What follows belongs to an exercise in optimizing a design on an open flow for small area; a production flow would make more cautious choices.
The RTL was checked by simulation tests, not by an equivalence proof against the original design.
No activity file was given, so power comes from the tool's default toggle rates. No driver is modelled on the clock port, so clocking that relies on it looks cheaper here than on a real chip.

Setup of job 8786:
## dot_driver_top
module dot_driver_top #(
  parameter int NUM_OF_DRIVERS = 8,
  parameter int MEM_LENGTH     = 48
) (
  input  logic                      user_clock2_i,
  input  logic                      arst_n_i,
  input  logic                      sclk_i,
  input  logic                      mosi_i,
  input  logic                      ss_n_i,
  input  logic                      latch_data_i,
  input  logic                      control_trigger_i,
  output logic [2*NUM_OF_DRIVERS-1:0] driver_io_o,   
  output logic                      update_done_o
);
Size: about 2700 cells after synthesis, ~1600 flip-flops, ~24 I/O pins, roughly 42000 um^2 of cells after synthesis.
==> flow/config.mk <==
export PLATFORM = sky130hd
export DESIGN_NAME = dot_driver_top
export DESIGN_NICKNAME = dot_driver_top
export VERILOG_FILES = /design/flow/design.v
export SDC_FILE = /design/flow/constraint.sdc
export NUM_CORES = 4
export LEC_CHECK = 0
export CAP_MARGIN = 20
export CORE_MARGIN = 2
export CORE_UTILIZATION = 80
export CTS_BUF_LIST = sky130_fd_sc_hd__clkbuf_16
export CTS_CLUSTER_DIAMETER = 70
export CTS_CLUSTER_SIZE = 28
export PLACE_DENSITY = 0.88
export SLEW_MARGIN = 20
export SYNTH_HIERARCHICAL = 1
==> flow/constraint.sdc <==
create_clock -name core_clock -period 10.0 [get_ports {user_clock2_i}]
set_input_delay 2.0000 -clock core_clock [delete_from_list [all_inputs] [get_ports {user_clock2_i}]]
set_output_delay 2.0000 -clock core_clock [all_outputs]
set_load 0.01 [all_outputs]
run.sh (not shown) runs the stock make flow with config.mk's settings and CLKGATE_MAP_FILE= SYNTH_SCRIPT=/design/flow/synth_recipe.tcl, a recipe that flattens the netlist after the stock synthesis.
Job 8786 | status: complete | timing, DRC, antenna: pass
Here is what was changed in the inputs of job 3305 compared with job 8786.
==> flow/flow/run.sh (new file) <==
#!/bin/bash
# Layout flow: the standard layout (standard.sh, unchanged synthesis,
# floorplan, power grid, placement, routing), with two arguments changed:
#  - clock tree synthesis clusters about 28 flip-flops per clkbuf_16 leaf
#    buffer (within 70 um) and inserts no dummy loads;
#  - the port buffers that placement adds on every input and output are
#    sky130_fd_sc_hd__buf_1 cells.
# The full output of the standard flow goes to standard.log in this folder;
# ORFS keeps each step's own log under orfs/logs/.
set -euo pipefail
export CTS_ARGS="-sink_clustering_enable -repair_clock_nets -sink_clustering_size 28 -sink_clustering_max_diameter 70 -buf_list sky130_fd_sc_hd__clkbuf_16 -dont_use_dummy_load"
export BUFFER_PORTS_ARGS="-buffer_cell sky130_fd_sc_hd__buf_1"
bash standard.sh > standard.log 2>&1
==> flow/standard.sh (new file) <==
#!/bin/bash
# synth_recipe.tcl (not shown) runs the flow's synth.tcl, then flattens the netlist and writes it again
# the make line also repeats each setting of config.mk as NAME=value (left out here)
make -C /OpenROAD-flow-scripts/flow DESIGN_CONFIG=/design/flow/config.mk WORK_HOME=/design/flow/orfs CLKGATE_MAP_FILE= SYNTH_SCRIPT=/design/flow/synth_recipe.tcl "${@:-finish}"
-- flow/config.mk --
<<< job 8786, line 10
export CORE_UTILIZATION = 80
export CTS_BUF_LIST = sky130_fd_sc_hd__clkbuf_16
export CTS_CLUSTER_DIAMETER = 70
export CTS_CLUSTER_SIZE = 28
export PLACE_DENSITY = 0.88
>>> job 3305, line 10
export CORE_UTILIZATION = 80
export PLACE_DENSITY = 0.88
removed: flow/run.sh
Results
Re clock-buffer cell count: job 3305 is 2 down on job 8786. Compared to job 8786, job 3305 has global-route usage 0.61 points higher. Job 3305 ends up with a weighted congestion at the end of routability-driven global placement that is 1.6% lower than in job 8786. Against job 8786, wire length of the first global-routing pass in job 3305 rose slightly. Job 3305 consumes less power than job 8786 does. Looking at job 3305 and job 8786, the cell count is a wash.


## old
dot_driver_top, a different RTL version from the one above (not shown whole).
Size: roughly 2700 cells after synthesis, about 1600 flip-flops, roughly 24 I/O pins, about 42000 um2 of cells after synthesis.
==> flow/config.mk <==
export PLATFORM = sky130hd
export DESIGN_NAME = dot_driver_top
export DESIGN_NICKNAME = dot_driver_top
export VERILOG_FILES = /design/flow/design.v
export SDC_FILE = /design/flow/constraint.sdc
export NUM_CORES = 4
export LEC_CHECK = 0
export CAP_MARGIN = 20
export CORE_MARGIN = 2
export CORE_UTILIZATION = 80
export PLACE_DENSITY = 0.88
export SLEW_MARGIN = 20
export SYNTH_HIERARCHICAL = 1
==> flow/constraint.sdc <==
create_clock -name core_clock -period 10.0 [get_ports {user_clock2_i}]
set_input_delay 2.0000 -clock core_clock [delete_from_list [all_inputs] [get_ports {user_clock2_i}]]
set_output_delay 2.0000 -clock core_clock [all_outputs]
set_load 0.01 [all_outputs]
standard.sh (not shown) runs the stock make flow with config.mk's settings and CLKGATE_MAP_FILE= SYNTH_SCRIPT=/design/flow/synth_recipe.tcl, a recipe that flattens the netlist after the stock synthesis.
==> flow/flow/run.sh <==
#!/bin/bash
# Layout flow: the standard layout (standard.sh, unchanged synthesis,
# floorplan, power grid, placement, routing), with two arguments changed:
#  - clock tree synthesis clusters about 30 flip-flops per clkbuf_16 leaf
#    buffer (within 80 um) and inserts no dummy loads;
#  - the port buffers that placement adds on every input and output are
#    sky130_fd_sc_hd__buf_1 cells.
# The full output of the standard flow goes to standard.log in this folder;
# ORFS keeps each step's own log under orfs/logs/.
set -euo pipefail
export CTS_ARGS="-sink_clustering_enable -repair_clock_nets -sink_clustering_size 30 -sink_clustering_max_diameter 80 -buf_list sky130_fd_sc_hd__clkbuf_16 -dont_use_dummy_load"
export BUFFER_PORTS_ARGS="-buffer_cell sky130_fd_sc_hd__buf_1"
bash standard.sh > standard.log 2>&1
Having completed the whole flow, old delivered a layout that passed the timing, design-rule and antenna checks.
Here is what was changed in the inputs of new compared with old.
-- flow/flow/run.sh --
<<< old, line 4
#  - clock tree synthesis clusters about 30 flip-flops per clkbuf_16 leaf
#    buffer (within 80 um) and inserts no dummy loads;
>>> new, line 4
#  - clock tree synthesis clusters about 32 flip-flops per clkbuf_16 leaf
#    buffer (within 85 um) and inserts no dummy loads;
<<< old, line 11
export CTS_ARGS="-sink_clustering_enable -repair_clock_nets -sink_clustering_size 30 -sink_clustering_max_diameter 80 -buf_list sky130_fd_sc_hd__clkbuf_16 -dont_use_dummy_load"
>>> new, line 11
export CTS_ARGS="-sink_clustering_enable -repair_clock_nets -sink_clustering_size 32 -sink_clustering_max_diameter 85 -buf_list sky130_fd_sc_hd__clkbuf_16 -dont_use_dummy_load"
## What came out
new: clock share of power lower than old. new: first-iteration DRC count is 140 higher than what old reported. Having completed the whole flow, new delivered a layout that passed the timing, design-rule and antenna checks. Diff old -> new: final cell count without fillers saw little to no change, number of search-and-repair iterations in the first detailed-routing pass has decreased, routing usage on met3 moved down. Compared with old, in new maximum VDD drop saw a decrease; wire length on met2 increased about 1.1%; clock skew climbed 0.030 ns; met2 usage in global routing climbed 1.4 points.

-- separate check: timing with driven ports --
In the flow no input, the clock included, has a driving cell. The finished layouts below were timed again as built, in two steps. Step 1 sets driving cells, clkbuf_16 on the clock port and buf_2 on the other inputs (assumed; they add their load-dependent delay and slew). Step 2, shift: input delay + t, output delay - t, t = (earliest + latest rising clock arrival at the registers) / 2. This alone moves slack from input paths to output paths. Slacks: no drivers / after step 1 / after step 2; pairs: no drivers / after step 1.
| run | t, ns | setup WS [ns] | hold slack, ns | latest minus earliest clock arrival (ns) |
|---|---|---|---|---|
| job 8786 | 0.710 | 2.339 / 2.273 / 2.983 | 0.336 / 0.336 / 0.336 | 0.039 / 0.039 |
| job 3305 | 0.685 | 2.656 / 2.589 / 3.274 | 0.315 / 0.315 / 0.315 | 0.066 / 0.066 |
| old | 0.726 | 3.153 / 3.090 / 3.816 | 0.321 / 0.321 / 0.321 | 0.067 / 0.067 |
| new | 0.704 | 3.125 / 3.060 / 3.764 | 0.313 / 0.313 / 0.313 | 0.096 / 0.097 |
After both steps setup and hold are still met in every run listed.
